This is an optimization exercise on Yosys and OpenROAD, whose aim is small area, a short achievable clock period and few clock cycles per item, not a production implementation.
Only simulation tests tie the RTL to the original design; equivalence was not proved.

==> flow/design.v, too long to show whole: its modules and the start of the top module <==
// module range_cone_point_generator: 583 lines
// module rcpg_mul: 866 lines
module range_cone_point_generator #(
  parameter int MAX_ANGULAR = 8,
  parameter int MAX_AXIAL   = 8
) (
  input  wire logic                      clk,
  input  wire logic                      rst,
  input  wire logic                      psel,
  input  wire logic                      penable,
  input  wire logic                      pwrite,
  input  wire logic [CFG_AW-1:0]         paddr,
  input  wire logic [DATA_W-1:0]         pwdata,
  output logic      [DATA_W-1:0]         prdata,
  output logic                           pready,
  input  wire logic                      in_valid,
  output logic                           in_stall,
  input  wire logic [15:0]               distance,
  input  wire logic [15:0]               lower_bound,
  input  wire logic [15:0]               upper_bound,
  input  wire logic [15:0]               cone_width,
  output logic                           out_valid,
  input  wire logic                      out_stall,
  output logic signed [COORD_W-1:0]      point_x,
  output logic signed [COORD_W-1:0]      point_y,
  output logic signed [COORD_W-1:0]      point_z,
  output logic                           last_point
);
  // ...
==> flow/flow/run.sh <==
#!/bin/bash
set -e
export SETUP_SLACK_MARGIN=7.0
bash standard.sh > standard.log 2>&1
==> flow/standard.sh <==
#!/bin/bash
# synth_recipe.tcl (not shown) runs the flow's synth.tcl, then flattens the netlist and writes it again
# the make line also repeats each setting of config.mk as NAME=value (left out here)
make -C /OpenROAD-flow-scripts/flow DESIGN_CONFIG=/design/flow/config.mk WORK_HOME=/design/flow/orfs CLKGATE_MAP_FILE= SYNTH_SCRIPT=/design/flow/synth_recipe.tcl "${@:-finish}"
==> flow/config.mk <==
export PLATFORM = sky130hd
export DESIGN_NAME = range_cone_point_generator
export DESIGN_NICKNAME = range_cone_point_generator
export VERILOG_FILES = /design/flow/design.v
export SDC_FILE = /design/flow/constraint.sdc
export NUM_CORES = 4
export LEC_CHECK = 0
export ABC_CLOCK_PERIOD_IN_PS = 5000
export CAP_MARGIN = 20
export CORE_MARGIN = 2
export CORE_UTILIZATION = 45
export SLEW_MARGIN = 20
==> flow/constraint.sdc <==
create_clock -name core_clock -period 13.0 [get_ports {clk}]
set_input_delay 2.6000 -clock core_clock [delete_from_list [all_inputs] [get_ports {clk}]]
set_output_delay 2.6000 -clock core_clock [all_outputs]
set_load 0.01 [all_outputs]
==> flow_summary_export.csv, run 1 <==
group,metric,value,unit
cells_and_area,signal_buffers,375,
clock_tree,clkTransAtPathRegs,70,ps
global_routing,grt-busiest-layer,"met2",
cells_and_area,fin_util,0.515,
die,die_height,350,um
timing,fmax,162,MHz
cells_and_area,multi_input_area_share,0.500,
global_routing,use_met2,0.446,
timing,rsz0062_at_grt,"yes",
critical_path,worstReg2RegStart,"pcy_reg$_DFFE_PN_",
timing,finalHoldViolations,0,
die,start_util,0.452,
logic_synthesis,synth-compound-area-share,0.160,
critical_path,crit_cells,23,
clock_tree,cts_tree,"built",
global_routing,grt_start_max_net_pins,96,
outcome,outcome,"timing/DRC/antenna clean",
timing,fin_crit_sh,0.474,
global_routing,use_met3,0.0483,
cells_and_area,design_area,61600,um2
cells_and_area,syn2layout_area_growth,14.0,%
cells_and_area,layout.nonclk_buf_frac,0.0573,
placement,placed_cells,6885,
global_routing,grt_use_met1,0.368,
logic_synthesis,yosysWarnings,1,
cells_and_area,sh_seq_area,0.337,
drt,first_iter_violations,4909,
placement,place_ws,5900,ps
drt,wl_met2,80.3,mm
Testbench counts, summed over its fixed seeds: cycles 12,380, points 6,594.
==> run 2: changes to the inputs <==
--- a/flow/config.mk
+++ b/flow/config.mk
@@ -6,7 +6,8 @@
 export NUM_CORES = 4
 export LEC_CHECK = 0
-export ABC_CLOCK_PERIOD_IN_PS = 5000
+export ABC_CLOCK_PERIOD_IN_PS = 4500
 export CAP_MARGIN = 20
 export CORE_MARGIN = 2
-export CORE_UTILIZATION = 45
+export CORE_UTILIZATION = 60
+export CTS_BUF_LIST = sky130_fd_sc_hd__clkbuf_4 sky130_fd_sc_hd__clkbuf_8
 export SLEW_MARGIN = 20
==> run 2 against run 1 <==
Via count about the same. Clock-buffer cell count increased by 57. Non-clock buffer count decreased by 45. Core utilization increased by 16 points. Design area decreased by 2.0%. Largest cell class unchanged.
==> flow_summary_export.csv, run 2 <==
group,metric,value,unit
cells_and_area,final_common_cell,"edfxtp_1",
logic_synthesis,yosys.area.top_type_share,0.368,
clock_tree,postCtsHoldBufs,0,
logic_synthesis,synth-edff-count,661,
logic_synthesis,syn_area,54000,um2
cells_and_area,final_cell_count_no_fill,6702,
critical_path,cp.arrival,6580,ps
clock_tree,clkTransAtPathRegs,70,ps
timing,finalHoldViolations,0,
timing,tightest_slew,1140,ps
placement,numPortBuffers,158,
global_routing,grt_pass1_wl,245,mm
global_routing,grt-busiest-layer,"met2",
logic_synthesis,yosysWarnings,1,
logic_synthesis,ys_top_cells_by_area,"edfxtp_1, fa_1, ha_1",
drt,first_iter_violations,4616,
clock_tree,root_buffer,"clkbuf_8",
logic_synthesis,yosys.area.top_type,"edfxtp_1",
logic_synthesis,synth-async-reset-ratio,0,
global_routing,grt_pass1_vias,40700,
timing,fmax,164,MHz
cells_and_area,syn2layout_area_growth,11.7,%
cells_and_area,drive_gt1_frac,0.116,
global_routing,overflow,0,
logic_synthesis,synth_top_cells_by_count,"edfxtp_1, inv_1, nand2_1",
flow_run,drv_cap,0,
global_routing,use_met3,0.0610,
cells_and_area,largest_reg_flops,128,
critical_path,required,13470,ps
critical_path,crit_family,"compound AO/OA/AOI/OAI gates",
cells_and_area,top_regs,"rstab x128, ytab x80, ztab x80",
drt,vias,42600,
global_routing,grt_use_met1,0.477,
timing,maxSlewHeadroom,0.237,
outcome,outcome,"timing/DRC/antenna clean",
global_routing,grt_usage,0.343,
drt,drc,0,
critical_path,critPathMaxFanout,15,
timing,fin_crit,6110,ps
placement,placed_cells,6436,
cells_and_area,top_register,"rstab",
critical_path,start_kind,"register",
die,core_area,89600,um2
critical_path,worstPathCellList,"buf_4 > inv_1 > ha_2 > nor2b_1 > nor3_1 > a21oi_1 > nor2_1 > a21oi_1 > o21ai_1 > ha_4 > and3_4 > a221o_1 > a21o_1 > nor3_4 > o21ai_2 > a31o_2 > a2111oi_4 > nor2_1 > or4b_2 > o31ai_1 > a21oi_1 > xor2_1 > a21oi_1",
drt,ant_nets,0,
die,io_pins,194,
drt,wl,162,mm
logic_synthesis,synthDistinctLibCells,103,
timing,setup_viol,0,
clock_tree,cts-buffers-inserted,115,
die,fp.dieW,304,um
die,die_height,304,um
critical_path,path_class,"reg -> reg",
global_routing,use_met2,0.534,
drt,via_per_inst,6.36,
logic_synthesis,syn_avg_cell_area,10.1,um2
drt,drt-wirelength-per-cell,24.2,um
timing,rsz0062_at_grt,"yes",
die,start_util,0.603,
critical_path,slowest_delay,510,ps
die,die-area,92400,um2
logic_synthesis,synth_cells,5373,
hold_path,hold_path.class,"reg -> reg",
clock_tree,clock_latency,800,ps
logic_synthesis,synth_flop_cell,"edfxtp_1",
timing,fin_crit_sh,0.470,
global_routing,antenna_found_initial,1,
timing,slew_viol_final,0,
cells_and_area,final_nets,6064,
cells_and_area,final_cell_mix,"edfxtp_1, inv_1, nand2_1",
clock_tree,clock_path_buffers,3,
clock_tree,cts.sinks,707,
logic_synthesis,yosysSeqAreaShare,0.385,
critical_path,crit_top_cell,"a21oi_1",
die,rows,110,
timing,tns,0,ps
timing,fin_skew,72.3,ps
critical_path,crit_path_end_kind,"register",
logic_synthesis,synth_most_common_cell,"edfxtp_1",
placement,gp_congestion,0.982,
clock_tree,cts_tree,"built",
clock_tree,htree_num_levels,3,
global_routing,grt_start_max_net_pins,95,
critical_path,crit_buf_inv,2,
placement,dp_hpwl,110,mm
critical_path,crit_path_top_delay_cell,"o21ai_1",
drt,drt-pass1-iter-count,7,
logic_synthesis,synth_seq_cells,707,
==> run 2: kinds of logic (layout without fill, tap and decap cells) <==
kind of cell | Yosys count | after routing | synth area share
AOI/OAI and AO/OA | 1293 | 1293 | 0.160
xor gates and xnor gates | 487 | 487 | 0.0791
other | 2 | 18 | 0.000139
adders and majority gates | 521 | 521 | 0.152
DFF | 707 | 707 | 0.385
and+or+nand+nor | 1351 | 1351 | 0.119
muxes | 144 | 144 | 0.0433
buffers and inverters | 868 | 1005 | 0.0621
==> run 2: path summary, 6_finish.rpt <==
kind                               from             endpoint  slack [ps]  cells past startpoint
hold / removal      pa_reg[1]$_DFFE_PN_  pp_reg[1]$_DFFE_PN_         410                      0
setup reg to reg  tseg[0]$_SDFFCE_PP1P_  a_reg[16]$_DFFE_PN_        6890                     23
setup / recovery  tseg[0]$_SDFFCE_PP1P_  a_reg[16]$_DFFE_PN_        6890                     23
hold reg to reg     pa_reg[1]$_DFFE_PN_  pp_reg[1]$_DFFE_PN_         410                      0
==> run 2: area by class of cell <==
cell class | instances | area (um2)
Multi-Input combinational cell | 3813 | 30700
Fill cell | 7020 | 29300
Sequential cell | 707 | 20800
Timing Repair Buffer | 330 | 3140
Clock buffer | 157 | 1920
Inverter | 469 | 1780
Tap cell | 1176 | 1470
Clock inverter | 49 | 558
Antenna cell | 1 | 2.50
==> run 2: layer usage <==
metal / wire [um] / up-vias
met5: 0 / -
met2: 73700 / 2253
met3: 15800 / 384
met4: 6570 / 0
li1: - / 19300
met1: 66100 / 20700
==> run 2: through the flow <==
| stage | util | hold WS (ps) | worst slack [ps] | cell area [um2] |
|---|---|---|---|---|
| floorplan | - | 400 | 7010 | 54100 |
| global placement | 0.632 | 402 | 5830 | 56600 |
| detailed placement | 0.632 | 405 | 5800 | 56600 |
| CTS | 0.666 | 413 | 6970 | 59700 |
| global route | 0.673 | 429 | 6740 | 60300 |
| finish | 0.673 | 415 | 6890 | 60300 |
==> run 2: timing repair <==
item / CTS / global route
pin swaps: 23 / 35
endpoints found under the setup margin: 72 / 63
setup buffers: 24 / 30
cloned: 2 / 3
resized for setup: 139 / 109
==> module range_cone_point_generator, before the edit <==
module range_cone_point_generator #(
  parameter int MAX_ANGULAR = 8,
  parameter int MAX_AXIAL   = 8
) (
  input  wire logic                      clk,
  input  wire logic                      rst,
  input  wire logic                      psel,
  input  wire logic                      penable,
  input  wire logic                      pwrite,
  input  wire logic [CFG_AW-1:0]         paddr,
  input  wire logic [DATA_W-1:0]         pwdata,
  output logic      [DATA_W-1:0]         prdata,
  output logic                           pready,
  input  wire logic                      in_valid,
  output logic                           in_stall,
  input  wire logic [15:0]               distance,
  input  wire logic [15:0]               lower_bound,
  input  wire logic [15:0]               upper_bound,
  input  wire logic [15:0]               cone_width,
  output logic                           out_valid,
  input  wire logic                      out_stall,
  output logic signed [COORD_W-1:0]      point_x,
  output logic signed [COORD_W-1:0]      point_y,
  output logic signed [COORD_W-1:0]      point_z,
  output logic                           last_point
);
  logic [3:0]  angular_count;
  logic [3:0]  axial_count;
  logic [15:0] range_limit;
  logic [1:0]  reg_idx;
  assign pready  = 1'b1;
  assign reg_idx = paddr[CFG_AW-1:2];
  always_ff @(posedge clk) begin
    if (rst) begin
      angular_count <= ANGULAR_RESET;
      axial_count   <= AXIAL_RESET;
      range_limit   <= LIMIT_RESET;
    end else if (psel && penable && pwrite) begin
      case (reg_idx)
        REG_ANGULAR: angular_count <= pwdata[3:0];
        REG_AXIAL:   axial_count   <= pwdata[3:0];
        REG_LIMIT:   range_limit   <= pwdata[15:0];
        default: ;
      endcase
    end
  end
  always_comb begin
    case (reg_idx)
      REG_ANGULAR: prdata = DATA_W'(angular_count);
      REG_AXIAL:   prdata = DATA_W'(axial_count);
      REG_LIMIT:   prdata = DATA_W'(range_limit);
      default:     prdata = '0;
    endcase
  end
  logic [2:0] m1_cfg;
  logic [2:0] nxm1_cfg;
  always_comb begin
    m1_cfg   = (angular_count == 4'd0) ? 3'd0 : angular_count[3] ? 3'd7 : 3'(angular_count - 4'd1);
    nxm1_cfg = (axial_count == 4'd0)   ? 3'd0 : axial_count[3]   ? 3'd7 : 3'(axial_count - 4'd1);
  end
  localparam logic [1:0] P_IDLE  = 2'd0;
  localparam logic [1:0] P_PAIR  = 2'd1;
  localparam logic [1:0] P_WAIT  = 2'd2;   
  localparam logic [1:0] P_READY = 2'd3;   
  localparam logic [1:0] E_IDLE = 2'd0;
  localparam logic [1:0] E_ONE  = 2'd1;
  localparam logic [1:0] E_PTS  = 2'd2;
  logic [1:0] pst;        
  logic [1:0] est;        
  logic       own;        
  logic       tail;       
  logic       adv;        
  logic       acc;        
  logic       reject;
  logic       pidle;
  logic [15:0] r;
  logic [2:0]  m1;         
  logic [2:0]  npm1p;      
  logic [2:0]  m1e;
  logic [2:0]  nxm1e;
  logic [1:0]  npm1;
  logic [2:0]  nxm1;       
  assign pidle    = (pst == P_IDLE);
  assign in_stall = !pidle;
  assign acc      = in_valid && !in_stall;
  assign reject   = (distance < lower_bound) || (distance > upper_bound) ||
                    (distance > range_limit);
  logic [2:0]  slot;       
  logic [1:0]  pidx;       
  logic [15:0] ang_cur;    
  logic [2:0] pi, pj;      
  logic       rflip;       
  logic       cact;        
  logic [2:0] cstep;       
  logic [1:0] cieff;       
  logic       cflip;       
  logic       d1v, d2v, d3v;
  logic [1:0] d1p, d2p;
  logic [2:0] d1q, d2q;        
  logic       d1sn, d2sn;      
  logic       d1ct, d2ct;      
  logic [1:0] d1ty, d2ty;      
  logic       d1cn, d2cn;      
  logic       d1l, d2l, d3l;   
  logic [16:0] d3x, d3y, d3z;
  logic [16:0] xtab [0:3];     
  logic [31:0] rstab [0:3];
  assign adv = !(d3v && out_stall);
  logic [31:0] a_reg, a_nx;
  logic [15:0] b_reg, b_nx;
  logic [47:0] mul_s, mul_c;     
  logic [24:0] mul_lo;
  logic [23:0] plo_reg;          
  logic        pcy_reg;          
  logic [23:0] psh_reg, pch_reg;   
  logic [47:0] p_reg;            
  rcpg_mul u_mul (.a(a_reg), .b(b_reg), .s(mul_s), .c(mul_c));
  assign mul_lo = {1'b0, mul_s[23:0]} + {1'b0, mul_c[23:0]};
  assign p_reg  = {24'(psh_reg + pch_reg + 24'(pcy_reg)), plo_reg};
  logic [2:0]  ka_reg, ka_nx, kp_reg;    
  logic [2:0]  pa_reg, pa_nx, pp_reg;
  logic        na_reg, na_nx, np_reg;    
  always_ff @(posedge clk) begin
    if (adv) begin
      a_reg  <= a_nx;
      b_reg  <= b_nx;
      ka_reg <= ka_nx;
      pa_reg <= pa_nx;
      na_reg <= na_nx;
      plo_reg <= mul_lo[23:0];
      pcy_reg <= mul_lo[24];
      psh_reg <= mul_s[47:24];
      pch_reg <= mul_c[47:24];
      kp_reg <= ka_reg;
      pp_reg <= pa_reg;
      np_reg <= na_reg;
    end
  end
  logic [15:0] ang_nx;
  logic [13:0] am_nx;
  logic        aswap_nx;
  logic [13:0] tval_nx;
  logic        aswap;
  logic [1:0]  aq;
  logic [2:0]  tseg;
  logic [10:0] td;
  assign am_nx    = ang_nx[13:0];
  assign aswap_nx = am_nx > 14'd8192;
  assign tval_nx  = aswap_nx ? 14'(15'd16384 - {1'b0, am_nx}) : am_nx;
  logic [32:0] hc_c;
  logic [31:0] hprev;
  logic [33:0] apre;
  always_comb begin
    case ({slot, tseg})
      6'd0: hc_c = 33'd1386086400;
      6'd8: hc_c = 33'd68157440;
      6'd16: hc_c = 33'd0;
      6'd24: hc_c = 33'd1324740608;
      6'd32: hc_c = 33'd1686629376;
      6'd40: hc_c = 33'd10240;
      6'd48: hc_c = 33'd32768;
      6'd56: hc_c = 33'd4295000032;
      6'd1: hc_c = 33'd1364197376;
      6'd9: hc_c = 33'd417333248;
      6'd17: hc_c = 33'd260997120;
      6'd25: hc_c = 33'd1319915520;
      6'd33: hc_c = 33'd1678528512;
      6'd41: hc_c = 33'd330587136;
      6'd49: hc_c = 33'd421012800;
      6'd57: hc_c = 33'd4274318272;
      6'd2: hc_c = 33'd1362100224;
      6'd10: hc_c = 33'd708837376;
      6'd18: hc_c = 33'd515964928;
      6'd26: hc_c = 33'd1301467136;
      6'd34: hc_c = 33'd1654205440;
      6'd42: hc_c = 33'd658001920;
      6'd50: hc_c = 33'd837940480;
      6'd58: hc_c = 33'd4212472448;
      6'd3: hc_c = 33'd1306394624;
      6'd11: hc_c = 33'd910163968;
      6'd19: hc_c = 33'd769753088;
      6'd27: hc_c = 33'd1268338688;
      6'd35: hc_c = 33'd1614008320;
      6'd43: hc_c = 33'd979206144;
      6'd51: hc_c = 33'd1246796352;
      6'd59: hc_c = 33'd4110060352;
      6'd4: hc_c = 33'd1249509376;
      6'd12: hc_c = 33'd1197473792;
      6'd20: hc_c = 33'd1015611392;
      6'd28: hc_c = 33'd1225441280;
      6'd36: hc_c = 33'd1558262784;
      6'd44: hc_c = 33'd1290828800;
      6'd52: hc_c = 33'd1643645696;
      6'd60: hc_c = 33'd3968063808;
      6'd5: hc_c = 33'd1177944064;
      6'd13: hc_c = 33'd1414529024;
      6'd21: hc_c = 33'd1251672064;
      6'd29: hc_c = 33'd1169444864;
      6'd37: hc_c = 33'd1487506432;
      6'd45: hc_c = 33'd1590092800;
      6'd53: hc_c = 33'd2024666304;
      6'd61: hc_c = 33'd3787854560;
      6'd6: hc_c = 33'd1111097344;
      6'd14: hc_c = 33'd1615855616;
      6'd22: hc_c = 33'd1473904640;
      6'd30: hc_c = 33'd1101799424;
      6'd38: hc_c = 33'd1402399744;
      6'd46: hc_c = 33'd1874076672;
      6'd54: hc_c = 33'd2386188992;
      6'd62: hc_c = 33'd3571166752;
      6'd7: hc_c = 33'd1037959168;
      6'd15: hc_c = 33'd1820327936;
      6'd23: hc_c = 33'd1681555456;
      6'd31: hc_c = 33'd1024253952;
      6'd39: hc_c = 33'd1303780352;
      6'd47: hc_c = 33'd2139973632;
      6'd55: hc_c = 33'd2724731712;
      6'd63: hc_c = 33'd3320086720;
      default: hc_c = 33'd0;
    endcase
  end
  always_comb begin
    case (slot)
      3'd2:    hprev = 32'(p_reg >> 14);
      3'd3:    hprev = 32'(p_reg >> 16);
      3'd4:    hprev = 32'(p_reg >> 15);
      3'd5:    hprev = 32'(p_reg >> 13);
      3'd6:    hprev = 32'(p_reg >> 12);
      3'd7:    hprev = 32'(p_reg >> 13);
      default: hprev = '0;
    endcase
    if (slot == 3'd3 || slot == 3'd4 || slot == 3'd7) begin
      apre = 34'(hc_c) - 34'(hprev);
    end else begin
      apre = 34'(hc_c) + 34'(hprev);
    end
  end
  logic s_is_c;     
  assign s_is_c = aswap ^ (aq == 2'd1);
  logic [2:0]  drem;       
  logic [15:0] dnum;       
  logic [4:0]  dtrial;
  logic [4:0]  dd1, dd2, dd3;
  logic [1:0]  dq;
  logic [4:0]  dsub;
  logic [2:0]  m1_src;
  logic [3:0]  arem;       
  logic [3:0]  rstep;
  logic        aborrow;
  assign m1_src = pidle ? m1_cfg : m1;
  assign dtrial = pidle ? {3'b000, cone_width[15:14]} : {drem, dnum[15:14]};
  assign dd1    = {2'b00, m1_src};
  assign dd2    = {1'b0, m1_src, 1'b0};
  assign dd3    = 5'(dd1 + dd2);
  always_comb begin
    if (dtrial >= dd3) begin
      dq = 2'd3; dsub = dd3;
    end else if (dtrial >= dd2) begin
      dq = 2'd2; dsub = dd2;
    end else if (dtrial >= dd1) begin
      dq = 2'd1; dsub = dd1;
    end else begin
      dq = 2'd0; dsub = '0;
    end
    rstep   = {drem, 1'b0};
    aborrow = arem < rstep;
    ang_nx  = pidle ? 16'(({1'b0, cone_width} + 17'd1) >> 1) : 16'(ang_cur - dnum - 16'(aborrow));
  end
  logic [3:0] nx;
  logic [3:0] two_i;
  logic [3:0] two_j;
  logic       c_sn, c_ct, c_cn, c_last;
  logic [1:0] c_p, c_ty;
  logic [2:0] ni, nj;
  logic [2:0] c_q;         
  logic       c_mir1;      
  logic       cstart;      
  logic [3:0] two_in;
  logic [2:0] ieffn;
  logic [1:0] rieff;       
  logic [2:0] cpos;        
  logic [1:0] ck;
  logic [2:0] cq;
  logic       cfl;
  logic [15:0] cbm, sbm;
  logic       pdone;       
  assign nx    = {1'b0, nxm1e} + 4'd1;
  assign two_i = {pi, 1'b0};
  assign two_j = {pj, 1'b0};
  assign pdone = !(own && (pst == P_PAIR || pst == P_READY));
  always_comb begin
    c_sn   = two_j < {1'b0, m1e};
    c_ct   = two_j == {1'b0, m1e};
    c_p    = c_ct ? 2'd3 : c_sn ? 2'(pj) : 2'(m1e - pj);
    c_ty   = (pi == 3'd0) ? 2'd0 : (two_i == nx) ? 2'd1 : c_sn ? 2'd2 : 2'd3;
    if (c_ct) c_ty = 2'd0;
    c_cn   = two_i > nx;
    c_last = (pi == nxm1e) && (pj == m1e);
    c_q    = rflip ? 3'(npm1 + 2'd1 - c_p) : {1'b0, c_p};
    c_mir1 = !c_sn && !c_ct && (c_p == npm1);
    two_in = {pi + 3'd1, 1'b0};
    ieffn  = (two_in < nx) ? 3'(pi + 3'd1) : 3'(nx - {1'b0, pi + 3'd1});
    cstart = (est == E_PTS) && c_mir1 && (pi != nxm1e) && (two_in != nx);
    if (pj == m1e) begin
      ni = pi + 3'd1;
      nj = 3'd0;
    end else begin
      ni = pi;
      nj = pj + 3'd1;
      if ((pi != 3'd0) && ({nj, 1'b0} == {1'b0, m1e})) nj = nj + 3'd1;
    end
  end
  always_comb begin
    cpos  = cstart ? 3'd0 : cstep;
    ck    = cpos[2:1];
    cfl   = cstart ? !cflip : cflip;
    cq    = cfl ? 3'(npm1 + 2'd1 - ck) : {1'b0, ck};
    rieff = cstart ? ieffn[1:0] : cieff;
  end
  always_comb begin
    cbm = 16'd0;
    sbm = 16'd0;
    case ({nxm1e, rieff})
      {3'd2, 2'd1}: begin sbm = 16'd56757; cbm = 16'd32766; end
      {3'd3, 2'd1}: begin sbm = 16'd46341; cbm = 16'd46341; end
      {3'd4, 2'd1}: begin sbm = 16'd38523; cbm = 16'd53018; end
      {3'd4, 2'd2}: begin sbm = 16'd62328; cbm = 16'd20253; end
      {3'd5, 2'd1}: begin sbm = 16'd32766; cbm = 16'd56757; end
      {3'd5, 2'd2}: begin sbm = 16'd56757; cbm = 16'd32766; end
      {3'd6, 2'd1}: begin sbm = 16'd28434; cbm = 16'd59046; end
      {3'd6, 2'd2}: begin sbm = 16'd51237; cbm = 16'd40862; end
      {3'd6, 2'd3}: begin sbm = 16'd63892; cbm = 16'd14586; end
      {3'd7, 2'd1}: begin sbm = 16'd25080; cbm = 16'd60547; end
      {3'd7, 2'd2}: begin sbm = 16'd46341; cbm = 16'd46341; end
      {3'd7, 2'd3}: begin sbm = 16'd60547; cbm = 16'd25080; end
      default: ;
    endcase
  end
  logic push;      
  logic c_tail;    
  logic one;       
  logic take;      
  logic pend;      
  logic pgo;       
  logic pact;      
  assign c_tail = (est == E_PTS) && (pi == nxm1e) && c_mir1 && !cact;
  assign pgo    = (pst == P_READY) && (own || est == E_IDLE || tail || c_tail);
  assign pact   = (pst == P_PAIR) || pgo;
  always_comb begin
    a_nx  = '0;
    b_nx  = '0;
    ka_nx = 3'd0;
    pa_nx = {1'b0, pidx};
    na_nx = 1'b0;
    push  = 1'b0;
    one   = 1'b0;
    if (pact) begin
      if (slot <= 3'd5) begin
        a_nx = apre[31:0];
        b_nx = 16'(td);
      end else if (slot == 3'd6) begin
        a_nx  = 32'(apre[32:16]);
        b_nx  = r;
        ka_nx = s_is_c ? 3'd1 : 3'd2;
      end else begin
        a_nx  = 32'(apre[32:16]);
        b_nx  = r;
        ka_nx = s_is_c ? 3'd2 : 3'd1;
      end
      na_nx = (aq != 2'd0);
    end else begin
      a_nx  = (kp_reg == 3'd2 && pp_reg[1:0] == ck) ? p_reg[31:0] : rstab[ck];
      b_nx  = cpos[0] ? sbm : cbm;
      ka_nx = (cstart || cact) ? (cpos[0] ? 3'd4 : 3'd3) : 3'd0;
      pa_nx = cq;
    end
    if (est == E_PTS) begin
      push = pdone || (c_sn && (pidx > 2'(pj)));
    end else if (est == E_ONE) begin
      one  = !d1v && !d2v;
      push = one;
    end
    pend = (pst == P_PAIR) && (slot == 3'd7) && (pidx == npm1p[1:0]);
    take = (pst != P_IDLE) && !own &&
           (est == E_IDLE || (est == E_PTS && push && c_last));
  end
  always_ff @(posedge clk) begin
    if (rst) begin
      pst  <= P_IDLE;
      est  <= E_IDLE;
      own  <= 1'b0;
      tail <= 1'b0;
      d1v  <= 1'b0;
      d2v  <= 1'b0;
      d3v  <= 1'b0;
    end else begin
      if (pidle) begin
        if (acc && !reject) begin
          pst <= (m1_cfg == 3'd0) ? P_WAIT : P_READY;
        end
      end else if (adv) begin
        if (pgo) pst <= P_PAIR;
        if (pend) pst <= own ? P_IDLE : P_WAIT;
        if (pst == P_WAIT && own && m1 != 3'd0) pst <= P_IDLE;
        if (one) pst <= P_IDLE;
      end
      if (adv) begin
        if (take) begin
          own  <= 1'b1;
          tail <= 1'b0;
          est  <= (m1 == 3'd0) ? E_ONE : E_PTS;
        end else begin
          if (est == E_PTS && push && c_last) est <= E_IDLE;
          if (one) est <= E_IDLE;
          if (est == E_PTS && push && c_mir1 && pi == nxm1e) tail <= 1'b1;
          if (pend || one || (pst == P_WAIT && own && m1 != 3'd0)) own <= 1'b0;
        end
        d1v <= push;
        d2v <= d1v;
        d3v <= d2v;
      end
    end
  end
  always_ff @(posedge clk) begin
    if (pidle) begin
      r       <= distance;
      m1      <= m1_cfg;
      npm1p   <= 3'(((4'(m1_cfg) + 4'd1) >> 1) - 4'd1);
      nxm1    <= nxm1_cfg;
      slot    <= 3'd0;
      pidx    <= '0;
      drem    <= 3'(dtrial - dsub);
      dnum    <= {cone_width[13:0], dq};
      arem    <= cone_width[0] ? 4'd0 : {1'b0, m1_cfg};
      ang_cur <= ang_nx;
      aq      <= ang_nx[15:14];
      aswap   <= aswap_nx;
      tseg    <= tval_nx[13] ? 3'd7 : tval_nx[12:10];
      td      <= tval_nx[13] ? 11'd1024 : {1'b0, tval_nx[9:0]};
    end else if (adv && pact) begin
      slot <= slot + 3'd1;
      if (slot == 3'd7) begin
        pidx    <= pidx + 2'd1;
        ang_cur <= ang_nx;
        arem    <= 4'(arem - rstep + (aborrow ? {m1, 1'b0} : 4'd0));
        aq      <= ang_nx[15:14];
        aswap   <= aswap_nx;
        tseg    <= tval_nx[13] ? 3'd7 : tval_nx[12:10];
        td      <= tval_nx[13] ? 11'd1024 : {1'b0, tval_nx[9:0]};
      end
      if (pidx == 2'd0 && slot != 3'd7) begin
        drem <= 3'(dtrial - dsub);
        dnum <= {dnum[13:0], dq};
      end
    end
  end
  always_ff @(posedge clk) begin
    if (adv) begin
      if (take) begin
        m1e   <= m1;
        nxm1e <= nxm1;
        npm1  <= npm1p[1:0];
        pi    <= '0;
        pj    <= '0;
        rflip <= 1'b0;
        cflip <= 1'b1;
        cact  <= 1'b0;
      end else begin
        if (push && est == E_PTS) begin
          pi <= ni;
          pj <= nj;
          if (ni != pi) rflip <= cfl;
        end
        if (cstart) begin
          cact  <= 1'b1;
          cstep <= 3'd1;
          cieff <= ieffn[1:0];
          cflip <= !cflip;
        end else if (cact) begin
          cstep <= cstep + 3'd1;
          if (cstep == {npm1, 1'b1}) cact <= 1'b0;
        end
      end
    end
  end
  logic [15:0] ytab [0:4];     
  logic [15:0] ztab [0:4];
  logic [15:0] prnd;           
  assign prnd = 16'(p_reg[47:32] + 16'(p_reg[31]));
  always_ff @(posedge clk) begin
    if (adv) begin
      if (kp_reg == 3'd1) begin
        xtab[pp_reg[1:0]] <= 17'((p_reg[32:16] ^ {17{np_reg}}) + 17'(p_reg[15] ^ np_reg));
      end else if (pend && !m1[0]) begin
        xtab[3] <= {1'b0, r};
      end else if (one) begin
        xtab[0] <= {1'b0, r};
      end
      if (kp_reg == 3'd2) begin
        rstab[pp_reg[1:0]] <= p_reg[31:0];
      end else if (one) begin
        rstab[0] <= '0;
      end
      if (kp_reg == 3'd3) ytab[pp_reg] <= prnd;
      if (kp_reg == 3'd4) ztab[pp_reg] <= prnd;
    end
  end
  logic       e_sn, e_ct, e_cn, e_l;
  logic [1:0] e_p, e_ty;
  always_comb begin
    e_p  = c_p;
    e_sn = c_sn;
    e_ct = c_ct;
    e_ty = c_ty;
    e_cn = c_cn;
    e_l  = c_last;
    if (est == E_ONE) begin
      e_p  = 2'd0;
      e_sn = 1'b0;
      e_ct = 1'b0;
      e_ty = 2'd0;
      e_l  = 1'b1;
    end
  end
  logic [16:0] o_y, o_z;
  always_ff @(posedge clk) begin
    if (adv) begin
      d1p  <= e_p;
      d1q  <= c_q;
      d2q  <= d1q;
      d1sn <= e_sn;
      d1ct <= e_ct;
      d1ty <= e_ty;
      d1cn <= e_cn;
      d1l  <= e_l;
      d2p  <= d1p;
      d2sn <= d1sn;
      d2ct <= d1ct;
      d2ty <= d1ty;
      d2cn <= d1cn;
      d2l  <= d1l;
      d3x  <= xtab[d2p];
      d3y  <= o_y;
      d3z  <= o_z;
      d3l  <= d2l;
    end
  end
  logic [31:0] o_rs;
  logic        o_nt, o_zp;
  logic [16:0] o_ys, o_zs;
  logic        o_yb, o_zb, o_yn, o_zn;
  logic [16:0] o_yv, o_zv;
  assign o_rs = rstab[d2p];
  assign o_nt = d2ty[1];
  assign o_zp = (kp_reg == 3'd4) && (pp_reg == d2q);
  assign o_ys = o_nt ? {1'b0, ytab[d2q]} : {1'b0, o_rs[31:16]};
  assign o_yb = o_nt ? 1'b0 : o_rs[15];
  assign o_yn = d2sn ^ (o_nt & d2cn);
  assign o_zs = !o_nt ? {1'b0, o_rs[31:16]} : o_zp ? {1'b0, prnd} : {1'b0, ztab[d2q]};
  assign o_zb = !o_nt ? o_rs[15] : 1'b0;
  assign o_zn = d2sn;
  assign o_yv = 17'((o_ys ^ {17{o_yn}}) + 17'(o_yb ^ o_yn));
  assign o_zv = 17'((o_zs ^ {17{o_zn}}) + 17'(o_zb ^ o_zn));
  always_comb begin
    o_y = '0;
    o_z = '0;
    if (!d2ct) begin
      case (d2ty)
        2'd0:    o_y = o_yv;
        2'd1:    o_z = o_zv;
        default: begin
          o_y = o_yv;
          o_z = o_zv;
        end
      endcase
    end
  end
  assign out_valid  = d3v;
  assign point_x    = d3x;
  assign point_y    = d3y;
  assign point_z    = d3z;
  assign last_point = d3l;
endmodule
==> run 3: changes to the inputs <==
--- a/flow/design.v
+++ b/flow/design.v
@@ -120,5 +120,6 @@
   logic       d1cn, d2cn;      
   logic       d1l, d2l, d3l;   
-  logic [16:0] d3x, d3y, d3z;
+  logic [1:0] d3p;             
+  logic [16:0] d3y, d3z;
   logic [16:0] xtab [0:3];     
   logic [31:0] rstab [0:3];
@@ -557,5 +558,5 @@
       d2cn <= d1cn;
       d2l  <= d1l;
-      d3x  <= xtab[d2p];
+      d3p  <= d2p;
       d3y  <= o_y;
       d3z  <= o_z;
@@ -594,5 +595,5 @@
   end
   assign out_valid  = d3v;
-  assign point_x    = d3x;
+  assign point_x    = xtab[d3p];
   assign point_y    = d3y;
   assign point_z    = d3z;
==> run 3 against run 2 <==
Design area about the same. Non-clock buffer count is 1 lower. Global-route usage increased by 1.9 points. Clock skew grew 16 ps. Maximum frequency increased by 0.65%. Hold slack gained 3.8 ps. Via count rose by 2.0%. Largest cell class unchanged.
==> flow_summary_export.csv, run 3 <==
group,metric,value,unit
outcome,outcome,"timing/DRC/antenna clean",
drt,via_per_inst,6.45,
cells_and_area,nFillCells,7179,
timing,maxSlewHeadroom,0.147,
critical_path,slowest_delay,230,ps
logic_synthesis,synth-edff-count,646,
clock_tree,cts_tree,"built",
drt,vias,43500,
placement,place_ws,5860,ps
drt,ant_nets,0,
hold_path,hold_path.class,"reg -> reg",
clock_tree,htree_num_levels,3,
drt,drc,0,
drt,drt-wirelength-per-cell,25.4,um
timing,slew_viol_final,0,
logic_synthesis,ys_top_cells_by_area,"edfxtp_1, fa_1, ha_1",
timing,fin_crit_sh,0.467,
clock_tree,postCtsHoldBufs,0,
cells_and_area,multiInputGateArea,31100,um2
critical_path,required,10400,ps
cells_and_area,top_register,"rstab",
logic_synthesis,synth_most_common_cell,"edfxtp_1",
logic_synthesis,synth_seq_cells,694,
logic_synthesis,synthDistinctLibCells,111,
global_routing,grt_usage,0.363,
clock_tree,root_buffer,"clkbuf_8",
drt,first_iter_violations,5183,
critical_path,worst_r2r_endpoint,"a_reg[15]$_DFFE_PN_",
clock_tree,cts-buffers-inserted,119,
die,core_area,89600,um2
hold_path,whs_endpoint,"nxm1e[0]$_DFFE_PP_",
drt,drt-pass1-iter-count,10,
cells_and_area,regArea,20400,um2
flow_run,drv_cap,0,
critical_path,critPathMaxFanout,10,
clock_tree,clkTransAtPathRegs,60,ps
timing,tns,0,ps
timing,setup_viol,0,
logic_synthesis,yosysSeqAreaShare,0.377,
die,fp.dieW,304,um
placement,numPortBuffers,158,
logic_synthesis,synth_cells,5395,
global_routing,grt_start_max_net_pins,97,
cells_and_area,top_regs,"rstab x128, ytab x80, ztab x80",
critical_path,rr_worst_depth,19,
logic_synthesis,yosys.area.top_type_share,0.359,
clock_tree,clock_latency,830,ps
timing,finalHoldViolations,0,
die,start_util,0.603,
cells_and_area,drive_gt1_frac,0.121,
logic_synthesis,synth_top_cells_by_count,"edfxtp_1, inv_1, nand2_1",
hold_path,min_from,"nxm1[0]$_SDFFCE_PN0P_",
timing,fin_crit,6070,ps
cells_and_area,final_cell_mix,"edfxtp_1, nand2_1, inv_1",
logic_synthesis,yosysWarnings,1,
drt,wl,171,mm
critical_path,cp.arrival,3470,ps
critical_path,start_kind,"primary input",
logic_synthesis,synth_flop_cell,"edfxtp_1",
critical_path,path_class,"in -> out",
cells_and_area,final_common_cell,"edfxtp_1",
die,die-area,92400,um2
global_routing,overflow,0,
die,rows,110,
global_routing,grt_pass1_vias,42200,
placement,gp_congestion,0.933,
cells_and_area,largest_reg_flops,128,
critical_path,worstReg2RegStart,"pcy_reg$_DFFE_PN_",
timing,setup_slack,6930,ps
timing,rsz0062_at_grt,"yes",
timing,tightest_slew,1250,ps
logic_synthesis,yosys.area.top_type,"edfxtp_1",
logic_synthesis,synth-async-reset-ratio,0,
global_routing,grt_pass1_wl,255,mm
logic_synthesis,syn_area,54000,um2
clock_tree,cts.sinks,694,
cells_and_area,final_nets,6087,
critical_path,worstPathCellList,"buf_12 > nor2b_4 > buf_12 > and2_1 > clkdlybuf4s15_2",
critical_path,crit_path_top_delay_cell,"nor2b_4",
die,die_height,304,um
hold_path,hold_depth,0,
clock_tree,clock_path_buffers,3,
critical_path,crit_top_cell,"buf_12",
die,io_pins,194,
critical_path,reg2reg_slack,7030,ps
logic_synthesis,syn_avg_cell_area,10.0,um2
global_routing,antenna_found_initial,6,
critical_path,crit_path_end_kind,"primary output",
placement,dp_hpwl,117,mm
timing,fin_skew,87.9,ps
cells_and_area,syn2layout_area_growth,11.7,%
timing,fmax,165,MHz
run 3: changes by cell type after synthesis, sizes merged, moves of 7 or more:
cell     before  now
o21ai       214  227
nand3        87   80
a21oi       344  330
xnor2       311  294
edfxtp      661  646
a2111oi       4   14
a211oi       67   77
a221oi       14   22
nor2        346  339
mux2i        56   66
nand2b       51   31
nor2b        58   68
nor3         81   97
inv         466  459
run 3: kinds of logic after synthesis:
logic type,after synthesis,share of synthesized area
other,2,0.000139
adders and majority gates,521,0.152
DFF,694,0.377
and+or+nand+nor,1345,0.118
AOI/OAI and AO/OA,1338,0.167
xor gates and xnor gates,475,0.0776
buffers and inverters,869,0.0633
muxes,151,0.0451
run 3: worst max-delay path by stage:
stage                                  start                    end  slack, ps
after CTS                           paddr[2]             prdata[14]       6950
after floorplan                     paddr[2]              prdata[0]       7010
after global routing      b_reg[1]$_DFFE_PN_  plo_reg[23]$_DFFE_PN_       6820
after detailed placement            paddr[2]              prdata[0]       5860
after global placement              paddr[2]              prdata[0]       5860
final                               paddr[2]              prdata[7]       6930
run 3: layer usage:
layer	global-route usage	wire length, um	vias up	share of wire
met5	0	22	-	0.00013
met4	0.193	9980	4	0.058
met3	0.0749	17500	522	0.10
met2	0.584	79600	2482	0.47
met1	0.463	63800	21000	0.37
li1	-	-	19400	-
run 3: area by class of cell:
type                    count  area share
multi-input cells        3847       0.516
well taps                1176      0.0244
clock buffers             163      0.0331
repair buffers            329      0.0515
flip-flops and latches    694       0.338
inverters                 467      0.0296
diodes                      4    0.000166
repair inverters            1   0.0000829
clock inverters            57     0.00736
run 3: worst max-delay path: cells and delay by family:
family,cells,cell delay [ps]
buffers and inverters,3,490
and+or+nand+nor,2,370
run 3: what timing repair did:
item / 4_1_cts / 5_1_grt
endpoints found under the setup margin: 67 / 73
cloned: 1 / 4
pin swaps: 7 / 25
buffers inserted: 9 / 31
gates resized for setup: 120 / 141
run 3: stage by stage:
step,hold slack (ps),instances,area [um2],utilization
finish,419,6738,60300,0.673
global route,428,6736,60300,0.673
CTS,421,6699,59500,0.664
detailed placement,405,6469,56600,0.632
global placement,401,6469,56600,0.632
floorplan,400,5410,54100,-
Testbench counts of run 3, summed over its fixed seeds: cycles 12,380, points 6,594.
==> run 4: changes to the inputs <==
--- a/flow/config.mk
+++ b/flow/config.mk
@@ -6,8 +6,7 @@
 export NUM_CORES = 4
 export LEC_CHECK = 0
-export ABC_CLOCK_PERIOD_IN_PS = 4500
+export ABC_CLOCK_PERIOD_IN_PS = 5000
 export CAP_MARGIN = 20
 export CORE_MARGIN = 2
-export CORE_UTILIZATION = 60
-export CTS_BUF_LIST = sky130_fd_sc_hd__clkbuf_4 sky130_fd_sc_hd__clkbuf_8
+export CORE_UTILIZATION = 45
 export SLEW_MARGIN = 20
==> run 4 against run 3 <==
Critical endpoint is now prdata[2]. Wire length is 0.53% lower. Highest routed layer unchanged. Critical path type unchanged. Sequential share of layout area is 0.30 points lower. Still clean on timing, DRC and antenna. Non-clock buffer count stayed put. Global-route usage is 8.9 points lower. First-iteration DRC count is 14% lower. Clock-buffer cell count is 70 lower. Synthesized area stayed put. Design area is 0.88% higher.
==> flow_summary_export.csv, run 4 <==
group,metric,value,unit
logic_synthesis,yosysSeqAreaShare,0.377,
die,rows,127,
timing,fmax,167,MHz
timing,whs,407,ps
timing,slew_viol_final,0,
clock_tree,postCtsHoldBufs,0,
timing,tightest_slew,1060,ps
drt,first_iter_violations,4447,
logic_synthesis,synth_most_common_cell,"edfxtp_1",
clock_tree,clock_latency,650,ps
global_routing,grt_pass1_vias,41000,
flow_run,drv_cap,0,
timing,fin_crit,5980,ps
placement,place_area,57200,um2
timing,fin_skew,37.1,ps
drt,ant_nets,0,
logic_synthesis,yosys.area.top_type,"edfxtp_1",
drt,drc,0,
global_routing,grt_usage,0.273,
logic_synthesis,syn_avg_cell_area,10.0,um2
critical_path,start_kind,"primary input",
critical_path,cp.arrival,3380,ps
placement,dp_hpwl,118,mm
drt,via_per_inst,6.00,
global_routing,grt_start_max_net_pins,130,
die,die-area,123000,um2
drt,vias,42500,
clock_tree,root_buffer,"clkbuf_16",
logic_synthesis,synth_flop_cell,"edfxtp_1",
clock_tree,cts_tree,"built",
placement,gp_congestion,0.925,
cells_and_area,largest_reg_flops,128,
outcome,outcome,"timing/DRC/antenna clean",
critical_path,path_class,"in -> out",
timing,maxSlewHeadroom,0.291,
critical_path,crit_path_end_kind,"primary output",
die,start_util,0.452,
logic_synthesis,ys_top_cells_by_area,"edfxtp_1, fa_1, ha_1",
critical_path,reg2reg_slack,7060,ps
cells_and_area,top_regs,"rstab x128, ytab x80, ztab x80",
global_routing,overflow,0,
cells_and_area,top_register,"rstab",
drt,drt-wirelength-per-cell,24.0,um
clock_tree,clock_path_buffers,3,
drt,drt-pass1-iter-count,9,
clock_tree,clkTransAtPathRegs,60,ps
die,core_area,119000,um2
timing,rsz0062_at_grt,"yes",
logic_synthesis,yosysWarnings,1,
clock_tree,cts-buffers-inserted,77,
logic_synthesis,synth_top_cells_by_count,"edfxtp_1, inv_1, nand2_1",
drt,wl,170,mm
cells_and_area,fin_util,0.509,
logic_synthesis,synth_cells,5395,
global_routing,antenna_found_initial,3,
cells_and_area,final_cell_mix,"edfxtp_1, nand2_1, inv_1",
logic_synthesis,synth_seq_cells,694,
logic_synthesis,synth-async-reset-ratio,0,
die,io_pins,194,
die,fp.dieW,350,um
logic_synthesis,synthDistinctLibCells,111,
clock_tree,htree_num_levels,3,
die,die_height,350,um
critical_path,required,10400,ps
cells_and_area,syn2layout_area_growth,12.7,%
placement,numPortBuffers,158,
timing,finalHoldViolations,0,
hold_path,hold_path.class,"reg -> reg",
logic_synthesis,synth-edff-count,646,
timing,setup_viol,0,
cells_and_area,final_nets,6045,
logic_synthesis,syn_area,54000,um2
critical_path,critPathMaxFanout,9,
timing,tns,0,ps
timing,fin_crit_sh,0.460,
cells_and_area,design_area,60900,um2
cells_and_area,final_common_cell,"edfxtp_1",
clock_tree,cts.sinks,694,
cells_and_area,drive_gt1_frac,0.108,
global_routing,grt_pass1_wl,255,mm
logic_synthesis,yosys.area.top_type_share,0.359,
[run 4: changes by cell type in the layout (fill, tap and decap cells not counted), sizes merged]
cell,before,now
clkinv,49,40
diode,4,1
bufinv,6,4
clkinvlp,7,10
clkdlybuf4s15,6,0
buf,175,187
bufbuf,1,0
clkbuf,170,95
[run 4: area by class of cell]
| class | count | area [um2] |
|---|---|---|
| diodes | 1 | 2.50 |
| clock buffers | 93 | 2080 |
| clock inverters | 49 | 403 |
| fillers | 10900 | 58600 |
| inverters | 467 | 1790 |
| multi-input cells | 3847 | 31100 |
| flip-flops and latches | 694 | 20400 |
| well taps | 1612 | 2020 |
| repair buffers | 329 | 3100 |
| repair inverters | 1 | 5.00 |
[run 4: stage by stage]
step | cells | worst slack [ps]
4_1_cts | 7058 | 6940
2_1_floorplan | 5410 | 7010
3_3_place_gp | 6906 | 5850
5_1_grt | 7093 | 6860
3_5_place_dp | 6906 | 5840
6_report | 7093 | 7020
[run 4: kinds of logic (layout without fill, tap and decap cells)]
group           count (synthesis)  in the layout  share of synthesized area
buf+inv                       869            939                     0.0633
mux                           151            151                     0.0451
flops                         694            694                      0.377
compound gates               1338           1338                      0.167
fa+ha+maj                     521            521                      0.152
simple gates                 1345           1345                      0.118
other cells                     2             18                   0.000139
xor+xnor                      475            475                     0.0776
[run 4: worst paths after layout]
check                                    startpoint                     to  cells past startpoint
worst max register to register   b_reg[1]$_DFFE_PN_  plo_reg[23]$_DFFE_PN_                     24
worst max-delay path                       paddr[2]              prdata[2]                      7
worst min-delay path            ka_reg[0]$_DFFE_PN_    kp_reg[0]$_DFFE_PN_                      0
worst min register to register  ka_reg[0]$_DFFE_PN_    kp_reg[0]$_DFFE_PN_                      0
[run 4: worst max-delay path, cell delays in order]
cell     delay (ps)
buf_12          120
nor2b_4         180
buf_6           120
buf_6            90
nand2_1          40
o21ai_1          80
buf_2           150
[run 4: routing by layer]
metal | track usage | wire length (um)
met1 | 0.360 | 69200
met2 | 0.447 | 80000
met3 | 0.0433 | 13500
met4 | 0.114 | 7410
met5 | 0 | 20
[run 4: repair_timing]
action / CTS / global route
setup buffers: 10 / 32
gates resized for setup: 135 / 130
gates cloned: 0 / 2
setup endpoints to repair: 63 / 74
pin swaps: 4 / 19
==> run 5: changes to the inputs <==
--- a/flow/design.v
+++ b/flow/design.v
@@ -114,5 +114,5 @@
   logic       d1v, d2v, d3v;
   logic [1:0] d1p, d2p;
-  logic [2:0] d1q, d2q;        
+  logic [1:0] d1q, d2q;        
   logic       d1sn, d2sn;      
   logic       d1ct, d2ct;      
@@ -291,5 +291,5 @@
   logic [1:0] c_p, c_ty;
   logic [2:0] ni, nj;
-  logic [2:0] c_q;         
+  logic [1:0] c_q;         
   logic       c_mir1;      
   logic       cstart;      
@@ -299,5 +299,5 @@
   logic [2:0] cpos;        
   logic [1:0] ck;
-  logic [2:0] cq;
+  logic [1:0] cq;
   logic       cfl;
   logic [15:0] cbm, sbm;
@@ -315,5 +315,5 @@
     c_cn   = two_i > nx;
     c_last = (pi == nxm1e) && (pj == m1e);
-    c_q    = rflip ? 3'(npm1 + 2'd1 - c_p) : {1'b0, c_p};
+    c_q    = rflip ? 2'(npm1 - c_p) : c_p;
     c_mir1 = !c_sn && !c_ct && (c_p == npm1);
     two_in = {pi + 3'd1, 1'b0};
@@ -333,5 +333,5 @@
     ck    = cpos[2:1];
     cfl   = cstart ? !cflip : cflip;
-    cq    = cfl ? 3'(npm1 + 2'd1 - ck) : {1'b0, ck};
+    cq    = cfl ? 2'(npm1 - ck) : ck;
     rieff = cstart ? ieffn[1:0] : cieff;
   end
@@ -391,5 +391,5 @@
       b_nx  = cpos[0] ? sbm : cbm;
       ka_nx = (cstart || cact) ? (cpos[0] ? 3'd4 : 3'd3) : 3'd0;
-      pa_nx = cq;
+      pa_nx = {1'b0, cq};
     end
     if (est == E_PTS) begin
@@ -502,6 +502,6 @@
     end
   end
-  logic [15:0] ytab [0:4];     
-  logic [15:0] ztab [0:4];
+  logic [15:0] ytab [0:3];     
+  logic [15:0] ztab [0:3];
   logic [15:0] prnd;           
   assign prnd = 16'(p_reg[47:32] + 16'(p_reg[31]));
@@ -520,6 +520,6 @@
         rstab[0] <= '0;
       end
-      if (kp_reg == 3'd3) ytab[pp_reg] <= prnd;
-      if (kp_reg == 3'd4) ztab[pp_reg] <= prnd;
+      if (kp_reg == 3'd3) ytab[pp_reg[1:0]] <= prnd;
+      if (kp_reg == 3'd4) ztab[pp_reg[1:0]] <= prnd;
     end
   end
@@ -571,5 +571,5 @@
   assign o_rs = rstab[d2p];
   assign o_nt = d2ty[1];
-  assign o_zp = (kp_reg == 3'd4) && (pp_reg == d2q);
+  assign o_zp = (kp_reg == 3'd4) && (pp_reg[1:0] == d2q);
   assign o_ys = o_nt ? {1'b0, ytab[d2q]} : {1'b0, o_rs[31:16]};
   assign o_yb = o_nt ? 1'b0 : o_rs[15];
==> run 5 against run 4 <==
Design area fell by 3.4%. First-iteration DRC count fell by 9.3%. Via count down 2.4%. Maximum frequency increased by 0.34%. Synthesized cell count shrank 1.3%. Critical path type unchanged. Largest cell class unchanged.
==> flow_summary_export.csv, run 5 <==
group,metric,value,unit
cells_and_area,final_common_cell,"edfxtp_1",
timing,fmax,168,MHz
cells_and_area,drive_gt1_frac,0.101,
drt,ant_nets,0,
critical_path,path_class,"in -> out",
die,die_height,345,um
drt,vias,41500,
cells_and_area,final_cell_mix,"edfxtp_1, nand2_1, inv_1",
drt,drt-pass1-iter-count,6,
cells_and_area,nFillCells,10700,
cells_and_area,top_register,"rstab",
placement,dp_hpwl,115,mm
cells_and_area,final_cell_count_no_fill,6932,
logic_synthesis,synthDistinctLibCells,101,
cells_and_area,syn2layout_area_growth,12.4,%
clock_tree,root_buffer,"clkbuf_16",
timing,setup_viol,0,
clock_tree,cts_tree,"built",
die,fp.dieW,345,um
logic_synthesis,ys_top_cells_by_area,"edfxtp_1, fa_1, ha_1",
cells_and_area,multiInputGateArea,30300,um2
clock_tree,cts.sinks,657,
critical_path,worstPathCellList,"buf_6 > nor2b_4 > buf_6 > buf_6 > and2_1 > buf_2",
global_routing,overflow,0,
drt,via_per_inst,5.99,
placement,placed_cells,6741,
timing,fin_skew,24.0,ps
timing,rsz0062_at_grt,"yes",
global_routing,antenna_found_initial,2,
timing,finalHoldViolations,0,
hold_path,hold_depth,0,
hold_path,hold_path.class,"reg -> reg",
clock_tree,clock_path_buffers,3,
critical_path,crit_top_cell,"buf_6",
timing,maxSlewHeadroom,0.240,
cells_and_area,regArea,19300,um2
critical_path,crit_path_top_delay_cell,"nor2b_4",
flow_run,drv_cap,0,
logic_synthesis,synth-async-reset-ratio,0,
cells_and_area,final_nets,5969,
outcome,outcome,"timing/DRC/antenna clean",
die,io_pins,194,
global_routing,grt_pass1_wl,245,mm
drt,wl,166,mm
die,start_util,0.452,
placement,numPortBuffers,158,
timing,slew_viol_final,0,
logic_synthesis,syn_area,52300,um2
logic_synthesis,yosysWarnings,1,
clock_tree,clock_latency,660,ps
clock_tree,cts-buffers-inserted,77,
logic_synthesis,synth_most_common_cell,"edfxtp_1",
logic_synthesis,syn_avg_cell_area,9.83,um2
timing,fin_crit,5960,ps
die,core_area,116000,um2
critical_path,crit_path_end_kind,"primary output",
critical_path,rr_worst_depth,23,
logic_synthesis,yosysSeqAreaShare,0.368,
logic_synthesis,yosys.area.top_type_share,0.350,
drt,drt-wirelength-per-cell,23.9,um
logic_synthesis,synth_cells,5323,
critical_path,crit_buf_inv,4,
timing,tightest_slew,1130,ps
logic_synthesis,synth_flop_cell,"edfxtp_1",
drt,drc,0,
clock_tree,clkTransAtPathRegs,60,ps
clock_tree,postCtsHoldBufs,0,
drt,first_iter_violations,4034,
global_routing,grt_start_max_net_pins,79,
critical_path,crit_family,"buffers and inverters",
critical_path,crit_cells,6,
critical_path,slowest_delay,160,ps
clock_tree,htree_num_levels,3,
timing,tns,0,ps
logic_synthesis,synth_seq_cells,657,
critical_path,required,10400,ps
logic_synthesis,synth-edff-count,610,
critical_path,cp.arrival,3360,ps
global_routing,grt_usage,0.272,
placement,gp_congestion,0.950,
cells_and_area,top_regs,"rstab x128, xtab x68",
critical_path,critPathMaxFanout,8,
cells_and_area,largest_reg_flops,128,
logic_synthesis,yosys.area.top_type,"edfxtp_1",
critical_path,start_kind,"primary input",
global_routing,grt_pass1_vias,40200,
logic_synthesis,synth_top_cells_by_count,"edfxtp_1, nand2_1, inv_1",
die,die-area,119000,um2
die,rows,125,
timing,fin_crit_sh,0.459,
## run 5: cell type report
type                    instances  share of cell area
diodes                          4            0.000170
flip-flops and latches        657               0.328
clock buffers                  92              0.0345
repair buffers                318              0.0499
clock inverters                48             0.00896
inverters                     470              0.0305
multi-input cells            3819               0.516
well taps                    1524              0.0324
## run 5: layer usage
metal	vias up	global-route usage	routed length, um
li1	19000	-	-
met1	20300	0.366	69300
met2	1857	0.438	76500
met3	363	0.0425	12400
met4	4	0.113	7250
met5	-	0.00280	58
## run 5: cells by family after synthesis
logic type | count (synthesis) | share of synthesized area
AND/OR/NAND/NOR | 1362 | 0.122
adder cells (fa/ha/maj) | 519 | 0.156
buffers and inverters | 862 | 0.0636
other | 2 | 0.000144
XOR/XNOR | 486 | 0.0815
flip-flops | 657 | 0.368
multiplexers | 123 | 0.0402
AO/OA/AOI/OAI | 1312 | 0.168
## run 5: per-stage QoR
| stage | hold WS, ps | setup WS (ps) | util | area, um2 |
|---|---|---|---|---|
| floorplan | 400 | 7030 | - | 52400 |
| global placement | 401 | 5820 | 0.478 | 55300 |
| detailed placement | 406 | 5830 | 0.478 | 55300 |
| CTS | 423 | 6840 | 0.502 | 58100 |
| global route | 423 | 6950 | 0.508 | 58800 |
| finish | 419 | 7040 | 0.508 | 58800 |
## run 5: path summary, 6_finish.rpt
| check | start | end | slack, ps |
|---|---|---|---|
| worst min register to register | d2l$_DFFE_PN_ | d3l$_DFFE_PN_ | 420 |
| worst min-delay path | d2l$_DFFE_PN_ | d3l$_DFFE_PN_ | 420 |
| worst max-delay path | paddr[2] | prdata[8] | 7040 |
| worst max register to register | pcy_reg$_DFFE_PN_ | a_reg[15]$_DFFE_PN_ | 7190 |
## run 5: repair_timing
action / 4_1_cts / 5_1_grt
pin swaps: 4 / 19
cloned: 1 / 4
setup buffers: 12 / 29
resized for setup: 113 / 87
setup endpoints to repair: 80 / 77
Testbench counts of run 5, summed over its fixed seeds: cycles 12,380, points 6,594.
==> run 6: changes to the inputs <==
--- a/flow/config.mk
+++ b/flow/config.mk
@@ -6,7 +6,8 @@
 export NUM_CORES = 4
 export LEC_CHECK = 0
-export ABC_CLOCK_PERIOD_IN_PS = 5000
+export ABC_CLOCK_PERIOD_IN_PS = 4500
 export CAP_MARGIN = 20
 export CORE_MARGIN = 2
-export CORE_UTILIZATION = 45
+export CORE_UTILIZATION = 60
+export CTS_BUF_LIST = sky130_fd_sc_hd__clkbuf_4 sky130_fd_sc_hd__clkbuf_8
 export SLEW_MARGIN = 20
==> run 6 against run 5 <==
Design area fell by 1.4%. Synthesized cell count is the same. Setup slack got worse by 17 ps. Die area shrank 25%. Hold slack lost 11 ps. Wire length fell by 2.1%. Synthesized area unchanged. Clock skew is 14 ps higher. Critical endpoint is now prdata[15]. Critical path depth is 1 lower. Largest cell class unchanged.
==> flow_summary_export.csv, run 6 <==
group,metric,value,unit
timing,slew_viol_final,0,
critical_path,path_class,"in -> out",
timing,tightest_slew,1120,ps
placement,place_ws,5930,ps
cells_and_area,final_cell_mix,"edfxtp_1, nand2_1, inv_1",
cells_and_area,design_area,58000,um2
drt,first_iter_violations,4710,
clock_tree,root_buffer,"clkbuf_8",
hold_path,min_from,"d3p[0]$_DFFE_PN_",
clock_tree,cts.sinks,657,
logic_synthesis,synth-edff-count,610,
clock_tree,cts_tree,"built",
logic_synthesis,synth_top_cells_by_count,"edfxtp_1, nand2_1, inv_1",
hold_path,hold_path.class,"reg -> reg",
timing,setup_slack,7020,ps
critical_path,slowest_delay,220,ps
timing,fmax,167,MHz
global_routing,grt_start_max_net_pins,90,
logic_synthesis,synth_cells,5323,
critical_path,crit_path_top_delay_cell,"clkdlybuf4s15_2",
timing,finalHoldViolations,0,
logic_synthesis,synthDistinctLibCells,101,
critical_path,worstReg2RegStart,"b_reg[1]$_DFFE_PN_",
critical_path,cp.arrival,3380,ps
placement,place_area,54900,um2
timing,rsz0062_at_grt,"yes",
logic_synthesis,yosys.area.top_type,"edfxtp_1",
logic_synthesis,synth_most_common_cell,"edfxtp_1",
global_routing,antenna_found_initial,4,
timing,maxSlewHeadroom,0.256,
drt,drt-wirelength-per-cell,24.5,um
clock_tree,htree_num_levels,3,
outcome,outcome,"timing/DRC/antenna clean",
critical_path,crit_path_end_kind,"primary output",
timing,fin_crit_sh,0.460,
flow_run,drv_cap,0,
drt,drt-pass1-iter-count,8,
drt,via_per_inst,6.34,
clock_tree,clock_latency,770,ps
cells_and_area,fin_util,0.669,
timing,fin_crit,5980,ps
cells_and_area,top_register,"rstab",
logic_synthesis,yosysWarnings,1,
placement,gp_congestion,0.981,
cells_and_area,syn2layout_area_growth,10.8,%
timing,fin_skew,38.0,ps
cells_and_area,final_nets,5990,
placement,numPortBuffers,158,
cells_and_area,largest_reg_flops,128,
critical_path,worstPathCellList,"buf_4 > nor2b_4 > buf_12 > and2_1 > clkdlybuf4s15_2",
global_routing,grt_usage,0.357,
logic_synthesis,yosysSeqAreaShare,0.368,
placement,dp_hpwl,113,mm
drt,wl,162,mm
drt,ant_nets,0,
cells_and_area,top_regs,"rstab x128, xtab x68",
drt,drc,0,
die,start_util,0.604,
critical_path,start_kind,"primary input",
clock_tree,clkTransAtPathRegs,60,ps
die,die-area,89500,um2
global_routing,grt_pass1_vias,40300,
logic_synthesis,synth_flop_cell,"edfxtp_1",
drt,vias,41900,
critical_path,cp-startpoint,"paddr[3]",
clock_tree,clock_path_buffers,3,
timing,setup_viol,0,
logic_synthesis,syn_avg_cell_area,9.83,um2
die,rows,108,
global_routing,grt_pass1_wl,244,mm
logic_synthesis,synth_seq_cells,657,
critical_path,critPathMaxFanout,16,
logic_synthesis,ys_top_cells_by_area,"edfxtp_1, fa_1, ha_1",
die,core_area,86600,um2
die,io_pins,194,
global_routing,overflow,0,
clock_tree,cts-buffers-inserted,109,
logic_synthesis,syn_area,52300,um2
die,fp.dieW,299,um
cells_and_area,final_common_cell,"edfxtp_1",
critical_path,required,10400,ps
die,die_height,299,um
cells_and_area,drive_gt1_frac,0.108,
timing,tns,0,ps
logic_synthesis,yosys.area.top_type_share,0.350,
logic_synthesis,synth-async-reset-ratio,0,
run 6: cell counts after synthesis:
No cell type changed its count.
run 6: layout make-up:
class                   count  area, um2
well taps                1155       1450
clock buffers             137       1750
fillers                  6885      28700
flip-flops and latches    657      19300
inverters                 470       1800
clock inverters            64        543
diodes                      4       10.0
multi-input cells        3819      30300
repair buffers            307       2820
run 6: path summary, 6_finish.rpt:
| kind | cells after the start | slack [ps] | endpoint |
|---|---|---|---|
| hold reg to reg | 2 | 410 | register |
| setup / recovery | 5 | 7020 | prdata[15] |
| hold / removal | 2 | 410 | register |
| setup reg to reg | 21 | 7220 | pcy_reg$_DFFE_PN_ |
run 6: routing by layer:
metal / global-route usage / routed length [um]
met5: 0 / 0
met4: 0.186 / 9100
met3: 0.0606 / 14500
met2: 0.562 / 74600
met1: 0.477 / 63900
run 6: cells by family after synthesis:
kind of cell,share of synthesized area
AOI/OAI and AO/OA,0.168
xor gates and xnor gates,0.0815
adders and majority gates,0.156
buffers and inverters,0.0636
DFF,0.368
muxes,0.0402
other,0.000144
and+or+nand+nor,0.122
run 6: through the flow:
stage	hold WS, ps	std cells
after floorplan	400	5338
after global placement	401	6373
after detailed placement	405	6373
after CTS	392	6578
after global routing	418	6610
final	408	6613
run 6: what timing repair did:
action                                  CTS  global route
gates resized for setup                  81            98
setup buffers                             4            31
pin swaps                                 0            23
endpoints found under the setup margin   65            71
hold buffers                              0             0
run 6: critical path, delay by kind of cell:
kind	cells	cell delay [ps]
and+or+nand+nor	2	280
buffers and inverters	3	490

what the ideal ports hide:
The results above use ideal ports. As a check the final layouts listed here were re-extracted and re-timed, cells and wires unchanged.
Step 1 (the two cells are an assumption about what drives the block):
set clk [get_ports {clk}]
set_driving_cell -lib_cell sky130_fd_sc_hd__clkbuf_16 $clk
set_driving_cell -lib_cell sky130_fd_sc_hd__buf_2 [delete_from_list [all_inputs] $clk]
Step 2, shift: input delay + t, output delay - t, t = (earliest + latest rising clock arrival at the registers) / 2. This alone moves slack from input paths to output paths.
Slacks: ideal / step 1 / step 2; pairs: ideal / step 1.
run | t (ns) | slack for setup (ns) | hold slack, ns | cell pins on the clock port's net
run 1 | 0.732 | 6.841 / 6.841 / 6.718 | 0.419 / 0.419 / 0.419 | 1
run 2 | 0.834 | 6.895 / 6.895 / 6.483 | 0.415 / 0.415 / 0.415 | 1
run 3 | 0.855 | 6.934 / 6.877 / 6.543 | 0.419 / 0.419 / 0.419 | 1
run 4 | 0.715 | 7.018 / 6.959 / 6.586 | 0.407 / 0.407 / 0.407 | 1
run 5 | 0.726 | 7.038 / 6.996 / 6.506 | 0.419 / 0.419 / 0.419 | 1
run 6 | 0.817 | 7.022 / 6.998 / 6.426 | 0.408 / 0.408 / 0.408 | 1
After both steps every run listed still meets setup and hold. The setup slack of run 6, which loses most, moves by -0.024 ns with the drivers and by -0.596 ns with both steps.
